Source: an optimization exercise on an open RTL-to-GDS flow (aim: small area, a short achievable clock period and few clock cycles). Production flows keep margins and buffers that such runs may drop.
No run shown here included a check of the RTL's function; only the layout flow was run.
No activity file was given, so power comes from the tool's default toggle rates.

### config.mk
export PLATFORM = sky130hd
export DESIGN_NAME = millisecond_timer_slot_table_unit
export DESIGN_NICKNAME = millisecond_timer_slot_table_unit
export VERILOG_FILES = /design/flow/design.v
export SDC_FILE = /design/flow/constraint.sdc
export NUM_CORES = 4
export LEC_CHECK = 0
export ABC_CLOCK_PERIOD_IN_PS = 2200
export CAP_MARGIN = 20
export CORE_MARGIN = 2
export CORE_UTILIZATION = 55
export SETUP_SLACK_MARGIN = 2.3
export SLEW_MARGIN = 20
### constraint.sdc
create_clock -name core_clock -period 4.5 [get_ports {clock}]
set_input_delay 0.9000 -clock core_clock [delete_from_list [all_inputs] [get_ports {clock}]]
set_output_delay 0.9000 -clock core_clock [all_outputs]
set_load 0.01 [all_outputs]
### design.v
package msts_pkg;
   localparam int SLOTS       = 16;
   localparam int SLOT_W      = 4;
   localparam int ID_WIDTH    = 8;
   localparam int COUNT_WIDTH = 16;
   localparam logic [1:0] CMD_TICK  = 2'd0;
   localparam logic [1:0] CMD_START = 2'd1;
   localparam logic [1:0] CMD_STOP  = 2'd2;
   localparam logic [1:0] CMD_READ  = 2'd3;
endpackage
module millisecond_timer_slot_table_unit (
   input  logic        clock,
   input  logic        reset,
   input  logic        req_tvalid,
   output logic        req_tready,
   input  logic [7:0]  req_tdata,   
   input  logic [1:0]  req_tuser,   
   output logic        rsp_tvalid,
   input  logic        rsp_tready,
   output logic [39:0] rsp_tdata
);
   localparam int SLOTS = msts_pkg::SLOTS;
   localparam int CW    = msts_pkg::COUNT_WIDTH;
   logic [SLOTS-1:0] used_ff;
   logic [7:0]       owner_ff [SLOTS];
   logic [CW-1:0]    stamp_ff [SLOTS];
   logic [CW-1:0]    tick_cnt_ff;
   logic             s0_v_ff;
   logic             s0_tick_ff, s0_start_ff, s0_stop_ff, s0_read_ff;
   logic [7:0]       s0_id_ff;
   logic [SLOTS-1:0] s0_eq_ff;
   logic             s0_hit_ff;
   logic          e_v_ff;
   logic          e_success_ff;
   logic [3:0]    e_slot_ff;
   logic          e_running_ff;
   logic [CW-1:0] e_stamp_ff;
   logic          out_v_ff;
   logic          out_success_ff;
   logic [3:0]    out_slot_ff;
   logic [CW-1:0] out_elapsed_ff;
   logic          out_running_ff;
   logic adv, ex;
   assign adv        = !out_v_ff || rsp_tready;
   assign req_tready = rsp_tready;
   assign ex         = s0_v_ff && adv;
   logic [SLOTS-1:0] free1, claim, release_;
   logic [SLOTS-1:0] claim_s, release_s;
   logic             hit, anyfree, stop_rest;
   logic             is_tick, is_start, is_stop, is_read;
   logic [3:0]       hit_idx, free_idx;
   logic [CW-1:0]    hit_stamp;
   assign is_tick  = s0_tick_ff;
   assign is_start = s0_start_ff;
   assign is_stop  = s0_stop_ff;
   assign is_read  = s0_read_ff;
   always_comb begin
      logic seen_free;
      seen_free = 1'b0;
      hit_idx   = '0;
      free_idx  = '0;
      hit_stamp = '0;
      stop_rest = 1'b0;
      for (int i = 0; i < SLOTS; i++) begin
         free1[i]  = !used_ff[i] && !seen_free;
         seen_free = seen_free || !used_ff[i];
         if (s0_eq_ff[i]) begin
            hit_idx   = hit_idx | 4'(i);
            hit_stamp = hit_stamp | stamp_ff[i];
         end
         if (free1[i]) begin
            free_idx = free_idx | 4'(i);
         end
         stop_rest = stop_rest || (used_ff[i] && !s0_eq_ff[i]);
      end
      hit      = s0_hit_ff;
      anyfree  = seen_free;
      claim_s   = (s0_v_ff && is_start && !hit) ? free1 : '0;
      release_s = (s0_v_ff && is_stop) ? s0_eq_ff : '0;
      claim     = adv ? claim_s : '0;
      release_  = adv ? release_s : '0;
   end
   logic [SLOTS-1:0] in_eq, cmp;
   logic             in_hit, fwd;
   assign fwd = s0_v_ff && (req_tdata == s0_id_ff);
   always_comb begin
      for (int i = 0; i < SLOTS; i++) begin
         cmp[i] = used_ff[i] && (owner_ff[i] == req_tdata);
      end
      if (fwd) begin
         in_eq  = is_stop ? '0 : (s0_eq_ff | claim_s);
         in_hit = !is_stop && (hit || (is_start && anyfree));
      end else begin
         in_eq  = cmp;
         in_hit = |cmp;
      end
   end
   logic [CW-1:0] tick_cnt_in;
   assign tick_cnt_in = is_tick ? tick_cnt_ff + 1'b1 : tick_cnt_ff;
   always_ff @(posedge clock) begin
      if (reset) begin
         used_ff     <= '0;
         tick_cnt_ff <= '0;
      end else begin
         used_ff <= (used_ff | claim) & ~release_;
         if (ex) begin
            tick_cnt_ff <= tick_cnt_in;
         end
      end
   end
   always_ff @(posedge clock) begin
      for (int i = 0; i < SLOTS; i++) begin
         if (!used_ff[i]) begin
            owner_ff[i] <= s0_id_ff;
            stamp_ff[i] <= tick_cnt_ff;
         end
      end
   end
   always_ff @(posedge clock) begin
      if (reset) begin
         s0_v_ff  <= 1'b0;
         e_v_ff   <= 1'b0;
         out_v_ff <= 1'b0;
      end else begin
         if (req_tready) begin
            s0_v_ff <= req_tvalid;
         end else if (adv) begin
            s0_v_ff <= 1'b0;
         end
         if (adv) begin
            e_v_ff   <= s0_v_ff;
            out_v_ff <= e_v_ff;
         end
      end
   end
   always_ff @(posedge clock) begin
      if (req_tready) begin
         s0_tick_ff  <= (req_tuser == msts_pkg::CMD_TICK);
         s0_start_ff <= (req_tuser == msts_pkg::CMD_START);
         s0_stop_ff  <= (req_tuser == msts_pkg::CMD_STOP);
         s0_read_ff  <= (req_tuser == msts_pkg::CMD_READ);
         s0_id_ff  <= req_tdata;
         s0_eq_ff  <= in_eq;
         s0_hit_ff <= in_hit;
      end
   end
   always_ff @(posedge clock) begin
      if (adv) begin
         e_stamp_ff   <= (hit && (is_start || is_read)) ? hit_stamp : tick_cnt_in;
         e_success_ff <= is_tick || hit || (is_start && anyfree);
         e_running_ff <= is_start || (is_stop ? stop_rest : (|used_ff));
         if (hit && (is_start || is_read)) begin
            e_slot_ff <= hit_idx;
         end else if (is_start && anyfree) begin
            e_slot_ff <= free_idx;
         end else begin
            e_slot_ff <= '0;
         end
      end
   end
   always_ff @(posedge clock) begin
      if (adv) begin
         out_success_ff <= e_success_ff;
         out_slot_ff    <= e_slot_ff;
         out_running_ff <= e_running_ff;
         out_elapsed_ff <= tick_cnt_ff - e_stamp_ff;
      end
   end
   assign rsp_tvalid = out_v_ff;
   assign rsp_tdata  = {2'b00, out_running_ff, 16'd0, out_elapsed_ff, out_slot_ff, out_success_ff};
endmodule
### flow/run.sh
#!/bin/bash
set -o pipefail
export CTS_ARGS="-sink_clustering_enable -repair_clock_nets -dont_use_dummy_load -sink_clustering_size 24 -sink_clustering_max_diameter 60 -buf_list {sky130_fd_sc_hd__clkbuf_8 sky130_fd_sc_hd__clkbuf_16}"
bash standard.sh > standard.log 2>&1
### standard.sh
#!/bin/bash
# synth_recipe.tcl (not shown) runs the flow's synth.tcl, then flattens the netlist and writes it again
# the make line also repeats each setting of config.mk as NAME=value (left out here)
make -C /OpenROAD-flow-scripts/flow DESIGN_CONFIG=/design/flow/config.mk WORK_HOME=/design/flow/orfs CLKGATE_MAP_FILE= SYNTH_SCRIPT=/design/flow/synth_recipe.tcl "${@:-finish}"
==> results of run 1 <==
## layout make-up
type                       instances  area, um^2
clock buffer                      36         901
fill                            2727       13400
inverter                          40         168
multi-input combinational        765        5780
sequential                       492       14500
tap                              468         586
timing repair buffer             140        1230
## metal layers
metal	wire length [um]	vias up	global-route usage, %
met5	0	-	0
met4	1690	0	10.2
met3	4750	102	6.07
met2	25500	599	45.0
met1	24700	6327	43.9
li1	-	5432	-
## power by group
group / leakage, uW / switching (uW) / internal, uW / total [uW]
logic: 0.00250 / 376 / 263 / 639
registers: 0.00556 / 82.0 / 5130 / 5210
clock network: 0.000444 / 1440 / 1420 / 2860
## worst reg2reg max path, stage by stage (launching register included)
cell,delay [ns]
sky130_fd_sc_hd__edfxtp_1,0.42
sky130_fd_sc_hd__ha_4,0.19
sky130_fd_sc_hd__fa_2,0.34
sky130_fd_sc_hd__nor2b_2,0.14
sky130_fd_sc_hd__o21ai_2,0.10
sky130_fd_sc_hd__a21oi_4,0.19
sky130_fd_sc_hd__o21ai_4,0.10
sky130_fd_sc_hd__a21oi_4,0.21
sky130_fd_sc_hd__nand4b_1,0.14
sky130_fd_sc_hd__nand4_1,0.11
## layout by cell type, fill, tap and decap left out, types with 7 or more instances in the layout
master / n
sky130_fd_sc_hd__xnor2_2: 7
sky130_fd_sc_hd__a211oi_1: 8
sky130_fd_sc_hd__inv_1: 33
sky130_fd_sc_hd__ha_1: 10
sky130_fd_sc_hd__nor4_2: 14
sky130_fd_sc_hd__conb_1: 18
sky130_fd_sc_hd__a221oi_1: 28
sky130_fd_sc_hd__dfxtp_4: 7
sky130_fd_sc_hd__xor2_1: 35
sky130_fd_sc_hd__a22o_1: 22
sky130_fd_sc_hd__o21ai_0: 11
sky130_fd_sc_hd__clkbuf_16: 36
sky130_fd_sc_hd__o21ai_1: 7
sky130_fd_sc_hd__nand4_1: 35
sky130_fd_sc_hd__edfxtp_1: 457
sky130_fd_sc_hd__nor3_1: 27
sky130_fd_sc_hd__buf_4: 88
sky130_fd_sc_hd__nand2_1: 40
sky130_fd_sc_hd__xnor2_1: 132
sky130_fd_sc_hd__buf_2: 7
sky130_fd_sc_hd__nor4_1: 9
sky130_fd_sc_hd__nor2_1: 42
sky130_fd_sc_hd__a21o_1: 9
sky130_fd_sc_hd__nand3_1: 54
sky130_fd_sc_hd__o22ai_1: 10
sky130_fd_sc_hd__a22oi_1: 84
sky130_fd_sc_hd__dlygate4sd2_1: 25
sky130_fd_sc_hd__a31oi_1: 8
sky130_fd_sc_hd__dfxtp_1: 22
sky130_fd_sc_hd__o31ai_1: 8
sky130_fd_sc_hd__a21oi_1: 40
## path summary, 6_finish.rpt
kind / startpoint / end
max: req_tdata[7] / s0_hit_ff
min reg2reg: e_running_ff / out_running_ff
min: e_running_ff / out_running_ff
max reg2reg: e_stamp_ff[0] / out_elapsed_ff[14]
## cell families (layout without fill, tap and decap cells)
family,Yosys count,after routing
flip-flops,492,492
AND/OR/NAND/NOR,286,288
other,1,18
adder cells (fa/ha/maj),17,17
multiplexers,1,1
buffers and inverters,136,216
AO/OA/AOI/OAI,267,267
XOR/XNOR,174,174
## metrics by stage
step | hold WS (ns) | power (uW) | worst slack [ns]
global route | 0.416 | 8940 | 2.17
global placement | 0.404 | 5890 | 0.796
floorplan | 0.400 | 5670 | 1.72
finish | 0.406 | 8710 | 2.25
CTS | 0.413 | 8730 | 2.07
detailed placement | 0.407 | 5890 | 0.873
## registers in the layout, summed over array words and instances (netlist names), 4 cells and up
register / count
s0_eq_ff: 16
out_slot_ff: 4
used_ff: 16
stamp_ff: 256
owner_ff: 128
s0_id_ff: 8
tick_cnt_ff: 16
e_stamp_ff: 16
e_slot_ff: 4
out_elapsed_ff: 16
## timing repair
item | in CTS | in global routing
cloned | 4 | 0
resized for setup | 106 | 61
buffers inserted | 36 | 13
setup endpoints to repair | 88 | 33
pin swaps | 17 | 15
==> metrics.md, run 1 <==
| Metric | Value |
|---|---|
| Post-Syn Instances | `1,374` |
| PwrDens | `377 nW/um^2` |
| Setup Crit Path Kind | `in -> reg` |
| Register-to-register setup slack | `2.27 ns` |
| Final net count | `1,506` |
| Top area cells in the synthesized netlist | `sky130_fd_sc_hd__edfxtp_1, sky130_fd_sc_hd__xnor2_1, sky130_fd_sc_hd__dfxtp_1` |
| Post-Synth Adder-Cell Area | `1.08%` |
| Worst max-slew margin expressed relative to the limit | `44.5%` |
| Leak pwr | `0.00850 uW` |
| Count of vias placed by the detailed router | `12.5k` |
| Last weighted congestion value of the routability-driven placer | `0.887` |
| Cell with the most instances after synthesis | `sky130_fd_sc_hd__edfxtp_1` |
| Period Utilization, post-route | `between 40% and 50%` |
| Number of DRC violations after detailed routing | `0` |
| Required time at the endpoint of the critical path | `approximately 4.8 ns` |
| TritonCTS clock tree | `built` |
| Pin count of the biggest net entering global routing | `45` |
| Core Rows | `70` |
| Area fraction in compound gates after synthesis | `9.30%` |
| Clock input transition at the sequential cells of the worst setup and hold paths | `roughly 0.080 ns` |
| Final-report hold violation count | `0` |
| Number of clock sinks | `slightly below 500` |
| Via count of the first global-routing pass | `12.1k` |
| Inst Count DP | `1,852` |
| Total overflow reported by the global router | `0` |
| Hold Path Class | `reg -> reg` |
| Area share of the largest cell type after synthesis | `67.5%` |
| Fraction of final layout cells sized beyond drive strength 1 | `17.1%` |
| Number of warnings reported in the yosys synthesis log | `3` |
| Clock period minus final worst setup slack | `2.25 ns` |
| Ys async rst share | `0%` |
| Final std cell area, no fill | `23,100 um^2` |
| End-of-flow core utilization | `a little over three fifths` |
| Routed wire length | `56.6 mm` |
| Peak VDD IR | `0.355 mV` |
| Number of antenna diodes | `0` |
| Unrepaired setup endpoints after global routing | `yes` |
| Worst Max-Slew Pin Slew | `around 0.83 ns` |
| Number of design-rule violations left by the first detailed-router iteration | `1,494` |
| Final setup TNS | `0 ns` |
| Endpoint kind of the worst setup timing path | `register` |
| Number of buffers and inverters on the critical path | `2` |
| Commonest cells in the netlist | `sky130_fd_sc_hd__edfxtp_1, sky130_fd_sc_hd__xnor2_1, sky130_fd_sc_hd__a22oi_1` |
| Worst hold stages | `0` |
| Final setup violation count | `0` |
| Mux contribution to synthesized area | `less than 1%` |
| Count of hold buffers inserted by post-cts repair | `0` |
| Synth area leader | `sky130_fd_sc_hd__edfxtp_1` |
| Crit path arrival time | `2.52 ns` |
| Via count normalized by instance count | `6.42` |
| Insertion delay of the later-clocked pin in the worst-skew pair | `approximately 0.56 ns` |
| Run status | `finished clean` |
| Filler-free cell count of the finished design | `1,941` |
| Synthesized-area fraction occupied by and/or/nand/nor cells | `7.93%` |
| Count of flip-flops with a built-in enable after synthesis | `~460` |
| Height of the die | `196 um` |
| Aggregate global-route resource usage | `between 20% and 30%` |
| Mean instance size in the synthesized netlist | `around 15 um^2` |
| Number of buffers inserted during clock tree synthesis | `36` |
| Largest fanout on the critical path | `8` |
| Die Footprint | `38,500 um^2` |
| Starting density of the core | `55.7%` |
| Total half-perimeter wirelength after legalization and detailed placement | `31.9 mm` |
| Largest family of logic cells by synthesized area | `compound AO/OA/AOI/OAI gates` |
| Clock tree skew after final layout | `0.0329 ns` |
| Number of antenna violations at the first check in global routing | `0` |
| Post-Synthesis Cell Area | `about 20,000 um^2` |
| Main synth FF type | `sky130_fd_sc_hd__edfxtp_1` |
| Number of optimization iterations in the first detailed-route pass | `6` |
| Startpoint class of the critical path | `input pin` |
| Post-DP Area | `21,300 um^2` |
| H-tree level count | `2` |
| CTS root buf | `sky130_fd_sc_hd__clkbuf_16` |
| Cell type of the slowest stage on the worst timing path | `sky130_fd_sc_hd__clkdlybuf4s15_2` |
| First-pass GRT wire length | `82.2 mm` |
| Distinct cell type count after synthesis | `64` |
| Maximum Capacitance Violations | `0` |
| Post-DR wirelength/cell | `29.2 um` |
| Area of the core | `36,500 um^2` |
| Achievable clock frequency | `~450 MHz` |
| Delay contributed by the slowest stage of the critical path | `approximately 0.43 ns` |
| Buffer depth of the longest clock path | `3` |
| Stages on the worst setup path | `9` |
| Total count of max-transition violations in the final report | `0` |
| Horizontal die dimension | `196 um` |
| Area overhead of the layout relative to synthesis | `13.7%` |
| Top delay family on crit path | `simple AND/OR/NAND/NOR gates` |
| Cell-by-cell trace of the critical path | `clkdlybuf4s15_2 -> buf_4 -> xnor2_1 -> nand3_1 -> nor4_4 -> nor4_1 -> nand4_1 -> nand2_1 -> o31ai_1` |
| Sequential area share after synthesis | `70.9%` |
| I/O Pins | `56` |
| Post-synthesis share of cell area spent on xor and xnor gates | `7.49%` |
| Number of synthesized register bits | `492` |
| Cell count of the worst reg-to-reg path | `9` |
| PortBufs | `37` |
| ANT nets after route | `0` |
==> inputs of run 2 (changes only) <==
--- a/design.v
+++ b/design.v
@@ -40,9 +40,9 @@
    logic [3:0]    out_slot_ff;
    logic [CW-1:0] out_elapsed_ff;
    logic          out_running_ff;
-   logic adv, ex;
+   logic adv, ex, nfull_ff;
    assign adv        = !out_v_ff || rsp_tready;
-   assign req_tready = rsp_tready;
+   assign req_tready = nfull_ff || rsp_tready;
    assign ex         = s0_v_ff && adv;
    logic [SLOTS-1:0] free1, claim, release_;
    logic [SLOTS-1:0] claim_s, release_s;
@@ -121,16 +121,16 @@
          s0_v_ff  <= 1'b0;
          e_v_ff   <= 1'b0;
          out_v_ff <= 1'b0;
+         nfull_ff <= 1'b1;
       end else begin
          if (req_tready) begin
             s0_v_ff <= req_tvalid;
-         end else if (adv) begin
-            s0_v_ff <= 1'b0;
          end
          if (adv) begin
             e_v_ff   <= s0_v_ff;
             out_v_ff <= e_v_ff;
          end
+         nfull_ff <= !((req_tready ? req_tvalid : s0_v_ff) && (adv ? e_v_ff : out_v_ff));
       end
    end
    always_ff @(posedge clock) begin
==> metrics.md, run 2 <==
| Metric | Value |
|---|---|
| Run status | `finished clean (unchanged)` |
| Hold Path Class | `reg -> reg (unchanged)` |
| Worst Max-Slew Pin Slew | `0.930 ns (was 0.832 ns)` |
| Number of buffers and inverters on the critical path | `2 (unchanged)` |
| Cell with the most instances after synthesis | `sky130_fd_sc_hd__edfxtp_1 (unchanged)` |
| Aggregate global-route resource usage | `28.2% (was 29.9%)` |
| Leading cell type in the layout, fill and taps excluded | `sky130_fd_sc_hd__edfxtp_1 (unchanged)` |
| Total half-perimeter wirelength after legalization and detailed placement | `32.3 mm (was 31.9 mm)` |
| PortBufs | `37 (unchanged)` |
| Final-report hold violation count | `0 (unchanged)` |
| Count of flip-flops with a built-in enable after synthesis | `457 (unchanged)` |
| H-tree level count | `2 (unchanged)` |
| Final std cell area, no fill | `23,300 um^2 (was 23,100 um^2)` |
| Die Footprint | `38,400 um^2 (was 38,500 um^2)` |
| Top delay family on crit path | `simple AND/OR/NAND/NOR gates (unchanged)` |
| Register-to-register setup slack | `2.33 ns (was 2.27 ns)` |
| Post-Syn Instances | `1,383 (was 1,374)` |
| Period Utilization, post-route | `52.5% (was 49.9%)` |
| ANT nets after route | `0 (unchanged)` |
| Height of the die | `196 um (about the same)` |
| Number of buffers inserted during clock tree synthesis | `37 (was 36)` |
| Final setup violation count | `0 (unchanged)` |
| Mean instance size in the synthesized netlist | `14.7 um^2 (was 14.8 um^2)` |
| I/O Pins | `56 (unchanged)` |
| TritonCTS clock tree | `built (unchanged)` |
| Distinct cell type count after synthesis | `58 (was 64)` |
| Total count of max-transition violations in the final report | `0 (unchanged)` |
| PwrDens | `369 nW/um^2 (was 377 nW/um^2)` |
| Area share of the largest cell type after synthesis | `67.7% (was 67.5%)` |
| Ys async rst share | `0% (unchanged)` |
| Worst max-slew margin expressed relative to the limit | `38.0% (was 44.5%)` |
| Min-Delay Endpoint | `out_success_ff (was out_running_ff)` |
| Clock period minus final worst setup slack | `2.36 ns (was 2.25 ns)` |
| Cell count of the worst reg-to-reg path | `8 (was 9)` |
| Sequential area share after synthesis | `71.2% (was 70.9%)` |
| Leak pwr | `0.00869 uW (was 0.00850 uW)` |
| Synth area leader | `sky130_fd_sc_hd__edfxtp_1 (unchanged)` |
| Required time at the endpoint of the critical path | `3.60 ns (was 4.78 ns)` |
| Setup Crit Path Kind | `in -> out (was in -> reg)` |
| Total overflow reported by the global router | `0 (unchanged)` |
| Post-DR wirelength/cell | `27.6 um (was 29.2 um)` |
| Horizontal die dimension | `196 um (about the same)` |
| Endpoint kind of the worst setup timing path | `primary output (was register)` |
| Crit path arrival time | `1.46 ns (was 2.52 ns)` |
| Final setup TNS | `0 ns (unchanged)` |
| Commonest cells in the netlist | `sky130_fd_sc_hd__edfxtp_1, sky130_fd_sc_hd__xnor2_1, sky130_fd_sc_hd__a22oi_1 (unchanged)` |
| Area overhead of the layout relative to synthesis | `14.7% (was 13.7%)` |
| Via count normalized by instance count | `6.29 (was 6.42)` |
| CTS root buf | `sky130_fd_sc_hd__clkbuf_16 (unchanged)` |
| Number of warnings reported in the yosys synthesis log | `3 (unchanged)` |
| Most frequent cells in the layout | `sky130_fd_sc_hd__edfxtp_1, sky130_fd_sc_hd__xnor2_1, sky130_fd_sc_hd__buf_4 (unchanged)` |
| Delay contributed by the slowest stage of the critical path | `0.31 ns (was 0.43 ns)` |
| Main synth FF type | `sky130_fd_sc_hd__edfxtp_1 (unchanged)` |
| Cell type of the slowest stage on the worst timing path | `sky130_fd_sc_hd__or2_4 (was sky130_fd_sc_hd__clkdlybuf4s15_2)` |
| Number of antenna violations at the first check in global routing | `1 (was 0)` |
| Post-Synthesis Cell Area | `20,300 um^2 (about the same)` |
| Last weighted congestion value of the routability-driven placer | `0.853 (was 0.887)` |
| Core Rows | `70 (unchanged)` |
| Starting density of the core | `55.7% (about the same)` |
| Largest fanout on the critical path | `2 (was 8)` |
| Top area cells in the synthesized netlist | `sky130_fd_sc_hd__edfxtp_1, sky130_fd_sc_hd__xnor2_1, sky130_fd_sc_hd__dfxtp_1 (unchanged)` |
| Number of optimization iterations in the first detailed-route pass | `5 (was 6)` |
| Largest registers | `stamp_ff: 256 flops, owner_ff: 128 flops (unchanged)` |
| Final net count | `1,528 (was 1,506)` |
| Maximum Capacitance Violations | `0 (unchanged)` |
| Routed wire length | `54.1 mm (was 56.6 mm)` |
| Number of flip-flops in the largest register | `256 (unchanged)` |
| Number of clock sinks | `493 (was 492)` |
| Peak VDD IR | `0.315 mV (was 0.355 mV)` |
| Clock input transition at the sequential cells of the worst setup and hold paths | `0.08 ns (about the same)` |
| Buffer depth of the longest clock path | `3 (unchanged)` |
| Clock tree skew after final layout | `0.0403 ns (was 0.0329 ns)` |
| Worst hold-check slack | `0.423 ns (was 0.406 ns)` |
| Pin count of the biggest net entering global routing | `36 (was 45)` |
| Worst hold stages | `0 (unchanged)` |
| Count of hold buffers inserted by post-cts repair | `0 (unchanged)` |
| Cell-by-cell trace of the critical path | `buf_8 -> or2_4 -> buf_6 (was clkdlybuf4s15_2 -> buf_4 -> xnor2_1 -> nand3_1 -> nor4_4 -> nor4_1 -> nand4_1 -> nand2_1 -> o31ai_1)` |
| Endpoint of the worst register-to-register path | `out_elapsed_ff[12] (was out_elapsed_ff[14])` |
| Register name with the most flops | `stamp_ff (unchanged)` |
| RR Startpoint | `tick_cnt_ff[2] (was e_stamp_ff[0])` |
| Fraction of final layout cells sized beyond drive strength 1 | `18.4% (was 17.1%)` |
| Area of the core | `36,400 um^2 (was 36,500 um^2)` |
| Insertion delay of the later-clocked pin in the worst-skew pair | `0.55 ns (was 0.56 ns)` |
| Count of vias placed by the detailed router | `12.4k (was 12.5k)` |
| Worst Hold Launch | `e_success_ff (was e_running_ff)` |
| Startpoint class of the critical path | `input pin (unchanged)` |
| Number of synthesized register bits | `493 (was 492)` |
| Number of design-rule violations left by the first detailed-router iteration | `1,123 (was 1,494)` |
| Post-DP Area | `21,300 um^2 (about the same)` |
| Number of DRC violations after detailed routing | `0 (unchanged)` |
| Unrepaired setup endpoints after global routing | `yes (unchanged)` |
| First-pass GRT wire length | `78.3 mm (was 82.2 mm)` |
| Achievable clock frequency | `424 MHz (was 445 MHz)` |
| Via count of the first global-routing pass | `11.9k (was 12.1k)` |
run 2: worst register-to-register path: stages (launching register included):
cell and delay (ns):
sky130_fd_sc_hd__dfxtp_4 0.47, sky130_fd_sc_hd__ha_4 0.25, sky130_fd_sc_hd__nor2b_2 0.16, sky130_fd_sc_hd__o21ai_2 0.16, sky130_fd_sc_hd__a21oi_2 0.10, sky130_fd_sc_hd__o21ai_2 0.19, sky130_fd_sc_hd__a21oi_2 0.11, sky130_fd_sc_hd__or4b_1 0.51
sky130_fd_sc_hd__nand4_1 0.08
run 2: metrics by stage:
step                      utilization (%)  power (uW)  instances  setup slack, ns
after global routing                 63.8        8830       1963             2.14
after detailed placement             58.5        5760       1860            0.826
after CTS                            62.6        8610       1930             2.13
after floorplan                         -        5590       1400             1.86
final                                63.8        8590       1964             2.14
after global placement               58.5        5760       1860            0.838
run 2: cells by family (layout without fill, tap and decap cells):
group,Yosys count,count (layout),synth area share [%]
flops,493,493,71.2
other cells,1,19,0.0185
compound gates,269,269,9.21
xor+xnor,173,173,7.47
simple gates,290,290,7.68
fa+ha+maj,17,17,1.09
mux,3,3,0.154
buf+inv,137,232,3.17
run 2: worst max path at each step:
stage | startpoint | end | slack, ns | depth (start not counted)
floorplan | rsp_tready | used_ff[11] | 1.86 | 6
global route | rsp_tready | req_tready | 2.14 | 3
detailed placement | req_tdata[6] | s0_hit_ff | 0.83 | 8
global placement | req_tdata[6] | s0_hit_ff | 0.84 | 8
finish | rsp_tready | req_tready | 2.14 | 3
CTS | rsp_tready | req_tready | 2.13 | 3
run 2: cell type report:
cell class,instances,area [um^2]
flip-flops and latches,493,14500
clock buffers,37,926
fillers,2724,13200
multi-input cells,770,5610
well taps,468,586
repair buffers,153,1440
diodes,1,2.50
inverters,42,200
run 2: timing repair:
| action | CTS | global route |
|---|---|---|
| setup buffers | 30 | 33 |
| resized for setup | 149 | 50 |
| pin swaps | 15 | 22 |
| cloned | 3 | 0 |
| setup endpoints to repair | 98 | 48 |
run 2: metal layers:
layer  share of wire (%)  global-route usage, %
met3                 7.8                   5.11
met2                  47                   45.4
met1                  42                   39.2
met4                 3.3                   9.54
met5                   0                      0
run 2: where the power goes:
| part | total, uW | leakage, uW | switching, uW | internal [uW] |
|---|---|---|---|---|
| combinational | 530 | 0.00258 | 288 | 243 |
| sequential | 5170 | 0.00565 | 63.1 | 5100 |
| clock | 2890 | 0.000456 | 1440 | 1460 |
==> inputs of run 3 (changes only) <==
--- a/design.v
+++ b/design.v
@@ -40,9 +40,9 @@
    logic [3:0]    out_slot_ff;
    logic [CW-1:0] out_elapsed_ff;
    logic          out_running_ff;
-   logic adv, ex, nfull_ff;
+   logic adv, ex;
    assign adv        = !out_v_ff || rsp_tready;
-   assign req_tready = nfull_ff || rsp_tready;
+   assign req_tready = rsp_tready;
    assign ex         = s0_v_ff && adv;
    logic [SLOTS-1:0] free1, claim, release_;
    logic [SLOTS-1:0] claim_s, release_s;
@@ -121,16 +121,16 @@
          s0_v_ff  <= 1'b0;
          e_v_ff   <= 1'b0;
          out_v_ff <= 1'b0;
-         nfull_ff <= 1'b1;
       end else begin
          if (req_tready) begin
             s0_v_ff <= req_tvalid;
+         end else if (adv) begin
+            s0_v_ff <= 1'b0;
          end
          if (adv) begin
             e_v_ff   <= s0_v_ff;
             out_v_ff <= e_v_ff;
          end
-         nfull_ff <= !((req_tready ? req_tvalid : s0_v_ff) && (adv ? e_v_ff : out_v_ff));
       end
    end
    always_ff @(posedge clock) begin
@@ -158,12 +158,32 @@
          end
       end
    end
+   logic [CW-1:0] diff;
+   always_comb begin
+      logic [CW-1:0] g, p, gg, pp, gn, pn;
+      g = tick_cnt_ff & ~e_stamp_ff;
+      p = tick_cnt_ff ^ ~e_stamp_ff;
+      gg    = g;
+      gg[0] = g[0] | p[0];
+      pp    = p;
+      for (int d = 1; d < CW; d = d * 2) begin
+         gn = gg;
+         pn = pp;
+         for (int i = d; i < CW; i++) begin
+            gn[i] = gg[i] | (pp[i] & gg[i-d]);
+            pn[i] = pp[i] & pp[i-d];
+         end
+         gg = gn;
+         pp = pn;
+      end
+      diff = p ^ {gg[CW-2:0], 1'b1};
+   end
    always_ff @(posedge clock) begin
       if (adv) begin
          out_success_ff <= e_success_ff;
          out_slot_ff    <= e_slot_ff;
          out_running_ff <= e_running_ff;
-         out_elapsed_ff <= tick_cnt_ff - e_stamp_ff;
+         out_elapsed_ff <= diff;
       end
    end
    assign rsp_tvalid = out_v_ff;
==> metrics.md, run 3 <==
| Metric | Value |
|---|---|
| Run status | `finished clean (unchanged)` |
| Post-DR wirelength/cell | `29.1 um (was 27.6 um)` |
| Number of antenna violations at the first check in global routing | `0 (was 1)` |
| Core Rows | `70 (unchanged)` |
| Number of DRC violations after detailed routing | `0 (unchanged)` |
| Fraction of final layout cells sized beyond drive strength 1 | `19.1% (was 18.4%)` |
| Peak VDD IR | `0.392 mV (was 0.315 mV)` |
| Total half-perimeter wirelength after legalization and detailed placement | `31.6 mm (was 32.3 mm)` |
| Worst max-slew margin expressed relative to the limit | `43.8% (was 38.0%)` |
| Filler-free cell count of the finished design | `1,962 (was 1,964)` |
| Startpoint class of the critical path | `register (was input pin)` |
| Largest fanout on the critical path | `5 (was 2)` |
| Met2 Routed Length | `25.8 mm (was 25.5 mm)` |
| Achievable clock frequency | `438 MHz (was 424 MHz)` |
| Required time at the endpoint of the critical path | `4.79 ns (was 3.60 ns)` |
| Clock tree skew after final layout | `0.0400 ns (was 0.0403 ns)` |
| Count of vias placed by the detailed router | `12.7k (was 12.4k)` |
| TritonCTS clock tree | `built (unchanged)` |
| Number of design-rule violations left by the first detailed-router iteration | `1,752 (was 1,123)` |
| Number of antenna diodes | `0 (was 1)` |
| Maximum Capacitance Violations | `0 (unchanged)` |
| Metal1 wirelength | `23.6 mm (was 22.6 mm)` |
| Number of inserted filler cells in the final layout | `2,631 (was 2,724)` |
| Post-Syn Instances | `1,371 (was 1,383)` |
| Endpoint of the worst register-to-register path | `e_stamp_ff[12] (was out_elapsed_ff[12])` |
| Leak pwr | `0.00878 uW (was 0.00869 uW)` |
| Via count normalized by instance count | `6.45 (was 6.29)` |
| Insertion delay of the later-clocked pin in the worst-skew pair | `0.54 ns (was 0.55 ns)` |
| Die Footprint | `38,200 um^2 (was 38,400 um^2)` |
| Buffer depth of the longest clock path | `3 (unchanged)` |
| Aggregate global-route resource usage | `30.0% (was 28.2%)` |
| Post-Synthesis Cell Area | `20,200 um^2 (was 20,300 um^2)` |
| Top area cells in the synthesized netlist | `sky130_fd_sc_hd__edfxtp_1, sky130_fd_sc_hd__xnor2_1, sky130_fd_sc_hd__dfxtp_1 (unchanged)` |
| Unrepaired setup endpoints after global routing | `yes (unchanged)` |
| Horizontal die dimension | `195 um (was 196 um)` |
| Worst Max-Slew Pin Slew | `0.841 ns (was 0.930 ns)` |
| Post-DP Area | `21,200 um^2 (was 21,300 um^2)` |
| Starting density of the core | `55.4% (was 55.7%)` |
| Total overflow reported by the global router | `0 (unchanged)` |
| ANT nets after route | `0 (unchanged)` |
| Pin count of the biggest net entering global routing | `47 (was 36)` |
| Top sig layer | `met4 (unchanged)` |
| Final net count | `1,527 (was 1,528)` |
| Number of optimization iterations in the first detailed-route pass | `6 (was 5)` |
| Period Utilization, post-route | `50.8% (was 52.5%)` |
| Height of the die | `195 um (was 196 um)` |
| Count of hold buffers inserted by post-cts repair | `0 (unchanged)` |
| Leading cell type in the layout, fill and taps excluded | `sky130_fd_sc_hd__edfxtp_1 (unchanged)` |
| Most frequent cells in the layout | `sky130_fd_sc_hd__edfxtp_1, sky130_fd_sc_hd__xnor2_1, sky130_fd_sc_hd__buf_4 (unchanged)` |
| Distinct cell type count after synthesis | `57 (was 58)` |
| End-of-flow core utilization | `64.7% (was 63.8%)` |
| Register name with the most flops | `stamp_ff (unchanged)` |
| Area overhead of the layout relative to synthesis | `16.6% (was 14.7%)` |
| Synth area leader | `sky130_fd_sc_hd__edfxtp_1 (unchanged)` |
| Total count of max-transition violations in the final report | `0 (unchanged)` |
| Number of buffers inserted during clock tree synthesis | `37 (unchanged)` |
| Largest registers | `stamp_ff: 256 flops, owner_ff: 128 flops (unchanged)` |
| Crit path arrival time | `2.57 ns (was 1.46 ns)` |
| First-pass GRT wire length | `82.1 mm (was 78.3 mm)` |
| Start point of the critical path | `s0_tick_ff (was rsp_tready)` |
| Mean instance size in the synthesized netlist | `14.7 um^2 (about the same)` |
| Number of clock sinks | `492 (was 493)` |
| Register-to-register setup slack | `2.22 ns (was 2.33 ns)` |
| Clock period minus final worst setup slack | `2.28 ns (was 2.36 ns)` |
| Inst Count DP | `1,849 (was 1,860)` |
| Ys async rst share | `0% (unchanged)` |
| Cell count of the worst reg-to-reg path | `9 (was 8)` |
| Area share of the largest cell type after synthesis | `68.1% (was 67.7%)` |
| Main synth FF type | `sky130_fd_sc_hd__edfxtp_1 (unchanged)` |
| Setup Crit Path Kind | `reg -> reg (was in -> out)` |
| Worst Hold Launch | `e_success_ff (unchanged)` |
| Final setup violation count | `0 (unchanged)` |
| Endpoint kind of the worst setup timing path | `register (was primary output)` |
| Via count of the first global-routing pass | `12.2k (was 11.9k)` |
| Sequential area share after synthesis | `71.6% (was 71.2%)` |
| I/O Pins | `56 (unchanged)` |
| H-tree level count | `2 (unchanged)` |
| Last weighted congestion value of the routability-driven placer | `0.842 (was 0.853)` |
| Area of the core | `36,300 um^2 (was 36,400 um^2)` |
| Final std cell area, no fill | `23,500 um^2 (was 23,300 um^2)` |
| PortBufs | `37 (unchanged)` |
| PwrDens | `372 nW/um^2 (was 369 nW/um^2)` |
| Timing endpoint of the critical path | `e_stamp_ff[12] (was req_tready)` |
| Number of synthesized register bits | `492 (was 493)` |
| Clock input transition at the sequential cells of the worst setup and hold paths | `0.08 ns (about the same)` |
| Final-report hold violation count | `0 (unchanged)` |
| Overall power | `8740 uW (was 8590 uW)` |
| Hold Path Class | `reg -> reg (unchanged)` |
| Cell with the most instances after synthesis | `sky130_fd_sc_hd__edfxtp_1 (unchanged)` |
| RR Startpoint | `s0_tick_ff (was tick_cnt_ff[2])` |
| Wire length on met3 | `5.93 mm (was 4.23 mm)` |
| Number of warnings reported in the yosys synthesis log | `3 (unchanged)` |
| CTS root buf | `sky130_fd_sc_hd__clkbuf_16 (unchanged)` |
| Count of flip-flops with a built-in enable after synthesis | `457 (unchanged)` |
| Number of flip-flops in the largest register | `256 (unchanged)` |
| Routed wire length | `57.1 mm (was 54.1 mm)` |
| Final setup TNS | `0 ns (unchanged)` |
| Commonest cells in the netlist | `sky130_fd_sc_hd__edfxtp_1, sky130_fd_sc_hd__xnor2_1, sky130_fd_sc_hd__a22oi_1 (unchanged)` |
-- run 3: worst min-delay path by stage --
stage / cells after the start / end
after global placement: 0 / out_running_ff
after detailed placement: 0 / out_success_ff
after CTS: 0 / out_success_ff
final: 0 / out_success_ff
after floorplan: 0 / out_running_ff
after global routing: 0 / out_success_ff
-- run 3: logic make-up after synthesis --
logic type | count (synthesis) | share of synthesized area, %
xor gates and xnor gates | 174 | 7.56
buffers and inverters | 136 | 3.06
other | 1 | 0.0186
DFF | 492 | 71.6
muxes | 2 | 0.0993
and+or+nand+nor | 290 | 7.44
adders and majority gates | 17 | 1.09
AOI/OAI and AO/OA | 259 | 9.16
-- run 3: routing by layer --
| metal | GRT usage, % | up-vias |
|---|---|---|
| met1 | 44.0 | 6386 |
| met5 | 0 | - |
| li1 | - | 5451 |
| met3 | 5.53 | 102 |
| met2 | 45.9 | 719 |
| met4 | 9.44 | 0 |
-- run 3: what timing repair did --
action	in CTS	in global routing
buffers inserted	50	19
endpoints found under the setup margin	82	50
cloned	6	1
pin swaps	21	27
resized for setup	150	78
-- run 3: power breakdown --
part	switching, uW	internal [uW]
Combinational	370	274
Sequential	84.2	5130
Clock	1430	1460
-- run 3: metrics by stage --
step / hold slack [ns] / setup WS (ns)
floorplan: 0.400 / 1.88
global placement: 0.404 / 0.935
detailed placement: 0.405 / 0.982
CTS: 0.418 / 2.21
global route: 0.427 / 2.17
finish: 0.419 / 2.22
-- run 3: worst max-delay path: stages, from the launching register on --
cell and delay, ns:
sky130_fd_sc_hd__edfxtp_1 0.53, sky130_fd_sc_hd__buf_6 0.17, sky130_fd_sc_hd__nand4_1 0.13, sky130_fd_sc_hd__buf_6 0.17
sky130_fd_sc_hd__nor3_4 0.24, sky130_fd_sc_hd__and3_4 0.26, sky130_fd_sc_hd__nand3_4 0.14, sky130_fd_sc_hd__buf_4 0.21
sky130_fd_sc_hd__xor2_1 0.12, sky130_fd_sc_hd__a21oi_1 0.08
-- run 3: final cells by class --
cell class              instances  area [um^2]  share of cell area, %
multi-input cells             760         5720                   24.4
well taps                     468          586                   2.49
inverters                      41          200                  0.852
flip-flops and latches        492        14500                   61.6
repair buffers                164         1590                   6.75
clock buffers                  37          926                   3.94
==> inputs of run 4 (changes only) <==
--- a/config.mk
+++ b/config.mk
@@ -5,9 +5,9 @@
 export SDC_FILE = /design/flow/constraint.sdc
 export NUM_CORES = 4
 export LEC_CHECK = 0
-export ABC_CLOCK_PERIOD_IN_PS = 2200
+export ABC_CLOCK_PERIOD_IN_PS = 2300
 export CAP_MARGIN = 20
 export CORE_MARGIN = 2
 export CORE_UTILIZATION = 55
-export SETUP_SLACK_MARGIN = 2.3
+export SETUP_SLACK_MARGIN = 2.15
 export SLEW_MARGIN = 20
==> metrics.md, run 4 <==
| Metric | Value |
|---|---|
| Fraction of final layout cells sized beyond drive strength 1 | `16.6% (was 19.1%)` |
| Post-DR wirelength/cell | `28.5 um (was 29.1 um)` |
| Distinct cell type count after synthesis | `57 (unchanged)` |
| Largest family of logic cells by synthesized area | `compound AO/OA/AOI/OAI gates (unchanged)` |
| Hold Path Class | `reg -> reg (unchanged)` |
| Switching share of power | `21.6% (about the same)` |
| Sequential area share after synthesis | `71.6% (unchanged)` |
| Last weighted congestion value of the routability-driven placer | `0.852 (was 0.842)` |
| Worst max-slew margin expressed relative to the limit | `26.1% (was 43.8%)` |
| Setup slack after placement | `1.21 ns (was 0.982 ns)` |
| Leading cell type in the layout, fill and taps excluded | `sky130_fd_sc_hd__edfxtp_1 (unchanged)` |
| Maximum Capacitance Violations | `0 (unchanged)` |
| Number of warnings reported in the yosys synthesis log | `3 (unchanged)` |
| Largest fanout on the critical path | `19 (was 5)` |
| Cell count of the worst reg-to-reg path | `7 (was 9)` |
| Insertion delay of the later-clocked pin in the worst-skew pair | `0.55 ns (was 0.54 ns)` |
| Leak pwr | `0.00867 uW (was 0.00878 uW)` |
| Die Footprint | `38,200 um^2 (unchanged)` |
| Clock share of power | `32.8% (was 33.0%)` |
| Total overflow reported by the global router | `0 (unchanged)` |
| Clock period minus final worst setup slack | `2.32 ns (was 2.28 ns)` |
| Height of the die | `195 um (unchanged)` |
| Number of antenna diodes | `0 (unchanged)` |
| Commonest cells in the netlist | `sky130_fd_sc_hd__edfxtp_1, sky130_fd_sc_hd__xnor2_1, sky130_fd_sc_hd__a22oi_1 (unchanged)` |
| Clock tree skew after final layout | `0.0439 ns (was 0.0400 ns)` |
| First-pass GRT wire length | `78.8 mm (was 82.1 mm)` |
| Post-Synth Adder-Cell Area | `1.09% (unchanged)` |
| Post-Synthesis Cell Area | `20,200 um^2 (unchanged)` |
| Area share of the largest cell type after synthesis | `68.1% (unchanged)` |
| Start point of the critical path | `rsp_tready (was s0_tick_ff)` |
| Buffer depth of the longest clock path | `3 (unchanged)` |
| Setup Crit Path Kind | `in -> out (was reg -> reg)` |
| TritonCTS clock tree | `built (unchanged)` |
| Total count of max-transition violations in the final report | `0 (unchanged)` |
| Worst Max-Slew Pin Slew | `1.11 ns (was 0.841 ns)` |
| Via count of the first global-routing pass | `11.8k (was 12.2k)` |
| Register-to-register setup slack | `2.19 ns (was 2.22 ns)` |
| Peak VDD IR | `0.307 mV (was 0.392 mV)` |
| Synth area leader | `sky130_fd_sc_hd__edfxtp_1 (unchanged)` |
| RR Startpoint | `used_ff[7] (was s0_tick_ff)` |
| Final setup TNS | `0 ns (unchanged)` |
| Starting density of the core | `55.4% (unchanged)` |
| Number of flip-flops in the largest register | `256 (unchanged)` |
| Final std cell area, no fill | `23,200 um^2 (was 23,500 um^2)` |
| Number of clock sinks | `492 (unchanged)` |
| Count of flip-flops with a built-in enable after synthesis | `457 (unchanged)` |
| Endpoint kind of the worst setup timing path | `primary output (was register)` |
| Number of buffers and inverters on the critical path | `2 (was 3)` |
| Mean instance size in the synthesized netlist | `14.7 um^2 (unchanged)` |
| Net Sw Power | `1880 uW (was 1890 uW)` |
| Area fraction in compound gates after synthesis | `9.16% (unchanged)` |
| Cell with the most instances after synthesis | `sky130_fd_sc_hd__edfxtp_1 (unchanged)` |
| Internal power of the cells | `6840 uW (was 6860 uW)` |
| Crit path arrival time | `1.42 ns (was 2.57 ns)` |
| Most frequent cells in the layout | `sky130_fd_sc_hd__edfxtp_1, sky130_fd_sc_hd__xnor2_1, sky130_fd_sc_hd__buf_4 (unchanged)` |
| Count of vias placed by the detailed router | `12.5k (was 12.7k)` |
| Pin count of the biggest net entering global routing | `37 (was 47)` |
| Cell-by-cell trace of the critical path | `buf_8 -> clkdlybuf4s15_1 (was buf_6 -> nand4_1 -> buf_6 -> nor3_4 -> and3_4 -> nand3_4 -> buf_4 -> xor2_1 -> a21oi_1)` |
| Final net count | `1,525 (was 1,527)` |
| Total half-perimeter wirelength after legalization and detailed placement | `30.5 mm (was 31.6 mm)` |
| H-tree level count | `2 (unchanged)` |
| Run status | `finished clean (unchanged)` |
| Synthesized-area fraction occupied by and/or/nand/nor cells | `7.44% (unchanged)` |
| PortBufs | `37 (unchanged)` |
| Endpoint of the worst register-to-register path | `e_running_ff (was e_stamp_ff[12])` |
| Number of antenna violations at the first check in global routing | `0 (unchanged)` |
| Number of buffers inserted during clock tree synthesis | `36 (was 37)` |
| Clock input transition at the sequential cells of the worst setup and hold paths | `0.09 ns (was 0.08 ns)` |
| I/O Pins | `56 (unchanged)` |
| Count of hold buffers inserted by post-cts repair | `0 (unchanged)` |
| Area overhead of the layout relative to synthesis | `15.3% (was 16.6%)` |
| Via count normalized by instance count | `6.39 (was 6.45)` |
| Aggregate global-route resource usage | `28.6% (was 30.0%)` |
| Required time at the endpoint of the critical path | `3.60 ns (was 4.79 ns)` |
| Largest registers | `stamp_ff: 256 flops, owner_ff: 128 flops (unchanged)` |
| Register name with the most flops | `stamp_ff (unchanged)` |
| Top area cells in the synthesized netlist | `sky130_fd_sc_hd__edfxtp_1, sky130_fd_sc_hd__xnor2_1, sky130_fd_sc_hd__dfxtp_1 (unchanged)` |
| Delay contributed by the slowest stage of the critical path | `0.29 ns (was 0.53 ns)` |
| Number of design-rule violations left by the first detailed-router iteration | `1,365 (was 1,752)` |
| PwrDens | `375 nW/um^2 (was 372 nW/um^2)` |
| Worst hold stages | `0 (unchanged)` |
| Top delay family on crit path | `buffers and inverters (was simple AND/OR/NAND/NOR gates)` |
| Cell type of the slowest stage on the worst timing path | `sky130_fd_sc_hd__clkdlybuf4s15_1 (was sky130_fd_sc_hd__edfxtp_1)` |
| Share of total power in combinational logic | `7.5% (was 7.4%)` |
| Unrepaired setup endpoints after global routing | `yes (unchanged)` |
| Relative contribution of sequential cells to total power | `59.7% (was 59.6%)` |
| Mux contribution to synthesized area | `0.0993% (unchanged)` |
| Main synth FF type | `sky130_fd_sc_hd__edfxtp_1 (unchanged)` |
| Post-DP Area | `21,100 um^2 (was 21,200 um^2)` |
| Number of synthesized register bits | `492 (unchanged)` |
| Final setup violation count | `0 (unchanged)` |
| ANT nets after route | `0 (unchanged)` |
| CTS root buf | `sky130_fd_sc_hd__clkbuf_16 (unchanged)` |
| Startpoint class of the critical path | `input pin (was register)` |
| Final worst setup slack | `2.18 ns (was 2.22 ns)` |
| Area of the core | `36,300 um^2 (unchanged)` |
| Number of optimization iterations in the first detailed-route pass | `5 (was 6)` |
| Post-Syn Instances | `1,371 (unchanged)` |
| Ys async rst share | `0% (unchanged)` |
| Stages on the worst setup path | `2 (was 9)` |
| Core Rows | `70 (unchanged)` |
| Achievable clock frequency | `432 MHz (was 438 MHz)` |
| Timing endpoint of the critical path | `req_tready (was e_stamp_ff[12])` |
| Number of inserted filler cells in the final layout | `2,710 (was 2,631)` |
| Period Utilization, post-route | `51.5% (was 50.8%)` |
| Number of DRC violations after detailed routing | `0 (unchanged)` |
| Routed wire length | `55.9 mm (was 57.1 mm)` |
| Horizontal die dimension | `195 um (unchanged)` |
| Final-report hold violation count | `0 (unchanged)` |
| Post-synthesis share of cell area spent on xor and xnor gates | `7.56% (unchanged)` |
run 4: worst min-delay path by stage:
stage	startpoint	to
after detailed placement	e_slot_ff[1]	out_slot_ff[1]
after floorplan	e_running_ff	out_running_ff
after CTS	e_slot_ff[2]	out_slot_ff[2]
after global routing	e_slot_ff[2]	out_slot_ff[2]
after global placement	e_slot_ff[1]	out_slot_ff[1]
final	e_slot_ff[2]	out_slot_ff[2]
run 4: cells by family after synthesis:
kind of cell,Yosys count
other,1
and+or+nand+nor,290
DFF,492
buffers and inverters,136
muxes,2
adders and majority gates,17
AOI/OAI and AO/OA,259
xor gates and xnor gates,174
run 4: layout make-up:
cell class                      count  area, um^2  area share, %
Timing Repair Buffer              163        1570           6.77
Sequential cell                   492       14500           62.3
Clock buffer                       36         901           3.88
Multi-Input combinational cell    760        5550           23.9
Inverter                           41         158          0.678
Tap cell                          468         586           2.52
run 4: timing repair:
item	CTS	global route
pin swaps	8	19
cloned	0	6
setup endpoints to repair	66	46
buffers inserted	14	56
resized for setup	84	63
run 4: power by group through the flow:
stage / clock network (uW) / registers (uW) / logic (uW)
finish: 2860 / 5210 / 651
detailed placement: 0 / 5330 / 538
global route: 3060 / 5220 / 693
global placement: 0 / 5330 / 537
CTS: 2890 / 5220 / 572
floorplan: 0 / 5320 / 330
run 4: layer usage:
| layer | GRT usage [%] | vias up | share of wire, % |
|---|---|---|---|
| li1 | - | 5448 | - |
| met1 | 40.9 | 6351 | 41 |
| met2 | 46.6 | 618 | 48 |
| met3 | 4.01 | 106 | 8.0 |
| met4 | 7.63 | 0 | 2.5 |
| met5 | 0 | - | 0 |
run 4: through the flow:
step / hold slack, ns / util [%] / std cells / power (uW)
2_1_floorplan: 0.400 / - / 1388 / 5650
3_5_place_dp: 0.410 / 58.1 / 1848 / 5870
6_report: 0.406 / 64.0 / 1960 / 8720
4_1_cts: 0.412 / 61.7 / 1898 / 8680
5_1_grt: 0.410 / 64.0 / 1960 / 8970
3_3_place_gp: 0.405 / 58.1 / 1848 / 5860
==> inputs of run 5 (changes only) <==
--- a/design.v
+++ b/design.v
@@ -25,6 +25,9 @@
    logic [7:0]       owner_ff [SLOTS];
    logic [CW-1:0]    stamp_ff [SLOTS];
    logic [CW-1:0]    tick_cnt_ff;
+   logic             r_v_ff;
+   logic [1:0]       r_cmd_ff;
+   logic [7:0]       r_id_ff;
    logic             s0_v_ff;
    logic             s0_tick_ff, s0_start_ff, s0_stop_ff, s0_read_ff;
    logic [7:0]       s0_id_ff;
@@ -82,10 +85,10 @@
    end
    logic [SLOTS-1:0] in_eq, cmp;
    logic             in_hit, fwd;
-   assign fwd = s0_v_ff && (req_tdata == s0_id_ff);
+   assign fwd = s0_v_ff && (r_id_ff == s0_id_ff);
    always_comb begin
       for (int i = 0; i < SLOTS; i++) begin
-         cmp[i] = used_ff[i] && (owner_ff[i] == req_tdata);
+         cmp[i] = used_ff[i] && (owner_ff[i] == r_id_ff);
       end
       if (fwd) begin
          in_eq  = is_stop ? '0 : (s0_eq_ff | claim_s);
@@ -118,16 +121,18 @@
    end
    always_ff @(posedge clock) begin
       if (reset) begin
+         r_v_ff   <= 1'b0;
          s0_v_ff  <= 1'b0;
          e_v_ff   <= 1'b0;
          out_v_ff <= 1'b0;
       end else begin
          if (req_tready) begin
-            s0_v_ff <= req_tvalid;
+            r_v_ff <= req_tvalid;
          end else if (adv) begin
-            s0_v_ff <= 1'b0;
+            r_v_ff <= 1'b0;
          end
          if (adv) begin
+            s0_v_ff  <= r_v_ff;
             e_v_ff   <= s0_v_ff;
             out_v_ff <= e_v_ff;
          end
@@ -135,11 +140,17 @@
    end
    always_ff @(posedge clock) begin
       if (req_tready) begin
-         s0_tick_ff  <= (req_tuser == msts_pkg::CMD_TICK);
-         s0_start_ff <= (req_tuser == msts_pkg::CMD_START);
-         s0_stop_ff  <= (req_tuser == msts_pkg::CMD_STOP);
-         s0_read_ff  <= (req_tuser == msts_pkg::CMD_READ);
-         s0_id_ff  <= req_tdata;
+         r_cmd_ff <= req_tuser;
+         r_id_ff  <= req_tdata;
+      end
+   end
+   always_ff @(posedge clock) begin
+      if (adv) begin
+         s0_tick_ff  <= (r_cmd_ff == msts_pkg::CMD_TICK);
+         s0_start_ff <= (r_cmd_ff == msts_pkg::CMD_START);
+         s0_stop_ff  <= (r_cmd_ff == msts_pkg::CMD_STOP);
+         s0_read_ff  <= (r_cmd_ff == msts_pkg::CMD_READ);
+         s0_id_ff  <= r_id_ff;
          s0_eq_ff  <= in_eq;
          s0_hit_ff <= in_hit;
       end
--- a/config.mk
+++ b/config.mk
@@ -5,9 +5,9 @@
 export SDC_FILE = /design/flow/constraint.sdc
 export NUM_CORES = 4
 export LEC_CHECK = 0
-export ABC_CLOCK_PERIOD_IN_PS = 2300
+export ABC_CLOCK_PERIOD_IN_PS = 2200
 export CAP_MARGIN = 20
 export CORE_MARGIN = 2
 export CORE_UTILIZATION = 55
-export SETUP_SLACK_MARGIN = 2.15
+export SETUP_SLACK_MARGIN = 2.3
 export SLEW_MARGIN = 20
==> metrics.md, run 5 <==
| Metric | Value |
|---|---|
| Final-report hold violation count | `0 (unchanged)` |
| Via count normalized by instance count | `6.39 (about the same)` |
| Total overflow reported by the global router | `0 (unchanged)` |
| Post-Synthesis Cell Area | `20,600 um^2 (was 20,200 um^2)` |
| First-pass GRT wire length | `80.4 mm (was 78.8 mm)` |
| Share of total power in combinational logic | `6.9% (was 7.5%)` |
| Unrepaired setup endpoints after global routing | `yes (unchanged)` |
| Insertion delay of the later-clocked pin in the worst-skew pair | `0.55 ns (about the same)` |
| Clock share of power | `33.2% (was 32.8%)` |
| Achievable clock frequency | `433 MHz (was 432 MHz)` |
| Routed wire length | `56.2 mm (was 55.9 mm)` |
| Number of buffers inserted during clock tree synthesis | `37 (was 36)` |
| Pin count of the biggest net entering global routing | `39 (was 37)` |
| Final setup TNS | `0 ns (unchanged)` |
| H-tree level count | `2 (unchanged)` |
| Ys async rst share | `0% (unchanged)` |
| CTS root buf | `sky130_fd_sc_hd__clkbuf_16 (unchanged)` |
| Run status | `finished clean (unchanged)` |
| Total count of max-transition violations in the final report | `0 (unchanged)` |
| Final net count | `1,559 (was 1,525)` |
| Number of flip-flops in the largest register | `256 (unchanged)` |
| Worst Hold Launch | `e_slot_ff[3] (was e_slot_ff[2])` |
| Count of hold buffers inserted by post-cts repair | `0 (unchanged)` |
| Most frequent cells in the layout | `sky130_fd_sc_hd__edfxtp_1, sky130_fd_sc_hd__xnor2_1, sky130_fd_sc_hd__buf_4 (unchanged)` |
| Horizontal die dimension | `197 um (was 195 um)` |
| Maximum Capacitance Violations | `0 (unchanged)` |
| Sequential area share after synthesis | `71.7% (was 71.6%)` |
| Number of warnings reported in the yosys synthesis log | `3 (unchanged)` |
| Number of synthesized register bits | `503 (was 492)` |
| Endpoint of the worst register-to-register path | `s0_hit_ff (was e_running_ff)` |
| ANT nets after route | `0 (unchanged)` |
| Number of antenna violations at the first check in global routing | `1 (was 0)` |
| Net Sw Power | `1880 uW (about the same)` |
| Number of clock sinks | `503 (was 492)` |
| Last weighted congestion value of the routability-driven placer | `0.918 (was 0.852)` |
| Area overhead of the layout relative to synthesis | `16.7% (was 15.3%)` |
| Startpoint class of the critical path | `register (was input pin)` |
| Required time at the endpoint of the critical path | `4.78 ns (was 3.60 ns)` |
| Top area cells in the synthesized netlist | `sky130_fd_sc_hd__edfxtp_1, sky130_fd_sc_hd__xnor2_1, sky130_fd_sc_hd__dfxtp_1 (unchanged)` |
| Hold Path Class | `reg -> reg (unchanged)` |
| Final setup violation count | `0 (unchanged)` |
| Aggregate global-route resource usage | `28.8% (was 28.6%)` |
| Count of flip-flops with a built-in enable after synthesis | `467 (was 457)` |
| Relative contribution of sequential cells to total power | `59.9% (was 59.7%)` |
| Fraction of final layout cells sized beyond drive strength 1 | `19.9% (was 16.6%)` |
| Switching share of power | `21.2% (was 21.6%)` |
| Area of the core | `36,700 um^2 (was 36,300 um^2)` |
| Total half-perimeter wirelength after legalization and detailed placement | `30.4 mm (was 30.5 mm)` |
| Number of design-rule violations left by the first detailed-router iteration | `1,479 (was 1,365)` |
| Register name with the most flops | `stamp_ff (unchanged)` |
| PwrDens | `369 nW/um^2 (was 375 nW/um^2)` |
| PortBufs | `37 (unchanged)` |
| Clock tree skew after final layout | `0.0418 ns (was 0.0439 ns)` |
| RR Startpoint | `r_id_ff[1] (was used_ff[7])` |
| Worst hold stages | `0 (unchanged)` |
| Main synth FF type | `sky130_fd_sc_hd__edfxtp_1 (unchanged)` |
| Cell with the most instances after synthesis | `sky130_fd_sc_hd__edfxtp_1 (unchanged)` |
| Largest fanout on the critical path | `6 (was 19)` |
| I/O Pins | `56 (unchanged)` |
| Filler-free cell count of the finished design | `1,995 (was 1,960)` |
| Period Utilization, post-route | `51.4% (was 51.5%)` |
| Post-Syn Instances | `1,386 (was 1,371)` |
| Worst max-slew margin expressed relative to the limit | `42.6% (was 26.1%)` |
| Area share of the largest cell type after synthesis | `68.2% (was 68.1%)` |
| Die Footprint | `38,900 um^2 (was 38,200 um^2)` |
| Number of optimization iterations in the first detailed-route pass | `6 (was 5)` |
| Via count of the first global-routing pass | `12.2k (was 11.8k)` |
| Min-Delay Endpoint | `out_slot_ff[3] (was out_slot_ff[2])` |
| Number of DRC violations after detailed routing | `0 (unchanged)` |
| Crit path arrival time | `2.59 ns (was 1.42 ns)` |
| Register-to-register setup slack | `2.19 ns (about the same)` |
| Count of vias placed by the detailed router | `12.8k (was 12.5k)` |
| Commonest cells in the netlist | `sky130_fd_sc_hd__edfxtp_1, sky130_fd_sc_hd__xnor2_1, sky130_fd_sc_hd__a22oi_1 (unchanged)` |
| Clock input transition at the sequential cells of the worst setup and hold paths | `0.09 ns (about the same)` |
| Internal power of the cells | `6980 uW (was 6840 uW)` |
| Endpoint kind of the worst setup timing path | `register (was primary output)` |
| Leading cell type in the layout, fill and taps excluded | `sky130_fd_sc_hd__edfxtp_1 (unchanged)` |
| Cell count of the worst reg-to-reg path | `8 (was 7)` |
| Height of the die | `197 um (was 195 um)` |
| Post-DR wirelength/cell | `28.1 um (was 28.5 um)` |
| Leak pwr | `0.00908 uW (was 0.00867 uW)` |
| Buffer depth of the longest clock path | `3 (unchanged)` |
| TritonCTS clock tree | `built (unchanged)` |
| Synth area leader | `sky130_fd_sc_hd__edfxtp_1 (unchanged)` |
| Distinct cell type count after synthesis | `61 (was 57)` |
| Largest registers | `stamp_ff: 256 flops, owner_ff: 128 flops (unchanged)` |
| Setup Crit Path Kind | `reg -> reg (was in -> out)` |
| Peak VDD IR | `0.324 mV (was 0.307 mV)` |
| Mean instance size in the synthesized netlist | `14.8 um^2 (was 14.7 um^2)` |
| Clock period minus final worst setup slack | `2.31 ns (was 2.32 ns)` |
| Inst Count DP | `1,863 (was 1,848)` |
| Core Rows | `70 (unchanged)` |
| Starting density of the core | `56.0% (was 55.4%)` |
| Worst Max-Slew Pin Slew | `0.861 ns (was 1.11 ns)` |
run 5: cell types whose count changed in the layout (fill, tap and decap cells not counted), sizes merged, moves of 4 or more:
cell / delta
buf: +23
dlygate4sd2: +21
clkdlybuf4s50: -10
edfxtp: +10
clkinvlp: +9
dlymetal6s2s: -9
inv: -8
nand2: -8
a21oi: +7
nor2: -6
and3: +4
nor3: +4
run 5: kinds of logic (layout without fill, tap and decap cells):
group | count (synthesis) | after routing | share of synthesized area [%]
flops | 503 | 503 | 71.7
other cells | 1 | 19 | 0.0182
fa+ha+maj | 17 | 17 | 1.07
xor+xnor | 176 | 176 | 7.50
buf+inv | 139 | 262 | 3.14
simple gates | 278 | 278 | 7.06
mux | 3 | 3 | 0.152
compound gates | 269 | 269 | 9.35
run 5: worst max-delay path, cell delays in order, from the launching register on:
cell	delay [ns]
sky130_fd_sc_hd__edfxtp_1	0.43
sky130_fd_sc_hd__buf_12	0.17
sky130_fd_sc_hd__buf_4	0.17
sky130_fd_sc_hd__xnor2_1	0.12
sky130_fd_sc_hd__nand4_1	0.10
sky130_fd_sc_hd__nor4_2	0.07
sky130_fd_sc_hd__nor4_2	0.34
sky130_fd_sc_hd__nand4_1	0.28
sky130_fd_sc_hd__mux2_4	0.34
run 5: how the worst max path moves through the flow:
stage                     from         endpoint  slack (ns)  cells past startpoint
floorplan           rsp_tready  tick_cnt_ff[15]        2.26                      7
CTS                 rsp_tready       req_tready        2.22                      3
detailed placement  rsp_tready  tick_cnt_ff[11]        1.28                      8
finish              r_id_ff[1]        s0_hit_ff        2.19                      8
global placement    rsp_tready  tick_cnt_ff[15]        1.31                      8
global route        r_id_ff[2]      s0_eq_ff[9]        2.12                     10
run 5: what timing repair did:
| action | CTS | global route |
|---|---|---|
| resized for setup | 113 | 89 |
| gates cloned | 1 | 4 |
| buffers inserted | 59 | 30 |
| setup endpoints to repair | 103 | 53 |
| pin swaps | 28 | 26 |
run 5: metal layers:
| metal | vias up | wire length [um] | GRT usage [%] |
|---|---|---|---|
| li1 | 5555 | - | - |
| met1 | 6430 | 23600 | 42.2 |
| met4 | 0 | 1480 | 6.91 |
| met5 | - | 0 | 0 |
| met3 | 114 | 5800 | 6.39 |
| met2 | 651 | 25300 | 44.3 |
run 5: power by group through the flow:
stage                     Sequential [uW]  Clock, uW  Combinational, uW
after floorplan                      5410          0                314
after global placement               5460          0                438
after detailed placement             5470          0                440
after CTS                            5310       2970                568
after global routing                 5320       3120                660
final                                5300       2930                613
run 5: layout make-up:
type	count	area (um^2)
Antenna cell	1	2.50
Timing Repair Buffer	183	1700
Sequential cell	503	14800
Tap cell	468	586
Inverter	41	210
Fill cell	2655	12700
Clock buffer	37	926
Multi-Input combinational cell	761	5780
Timing Repair inverter	1	8.76
run 5: through the flow:
step	hold slack [ns]	util, %	area [um^2]	total power (uW)	worst slack [ns]
final	0.405	65.4	24000	8850	2.19
after global routing	0.427	65.4	24000	9090	2.12
after CTS	0.391	63.6	23300	8850	2.22
after detailed placement	0.406	58.7	21500	5910	1.28
after global placement	0.410	58.7	21500	5900	1.31
after floorplan	0.400	-	20700	5720	2.26

afterwards: timing with drivers on the ports:
No port has a modelled driver above. Below, the same layouts with a new extraction and two added sets of constraints. Step 1, drivers: a clkbuf_16 drives clock and a buf_2 each remaining input, both assumed. Step 2 moves the port delays by t, midway between the first and last clock arrival at a register: inputs arrive t later, outputs are due t later. That takes back most of the time a late clock gives input paths. Three values: ideal ports, drivers, drivers and shift; two values: the first two.
run | t, ns | setup WS [ns] | hold slack, ns
run 1 | 0.601 | 2.254 / 2.266 / 1.686 | 0.406 / 0.406 / 0.406
run 2 | 0.582 | 2.140 / 2.099 / 1.813 | 0.423 / 0.423 / 0.423
run 3 | 0.577 | 2.216 / 2.216 / 1.786 | 0.419 / 0.419 / 0.419
run 4 | 0.583 | 2.183 / 2.126 / 1.641 | 0.406 / 0.406 / 0.406
run 5 | 0.578 | 2.189 / 2.189 / 1.938 | 0.405 / 0.405 / 0.405
After both steps every run listed still meets setup and hold. For run 1, which loses most, drivers alone change the setup slack by +0.012 ns; drivers and shift together by -0.568 ns.
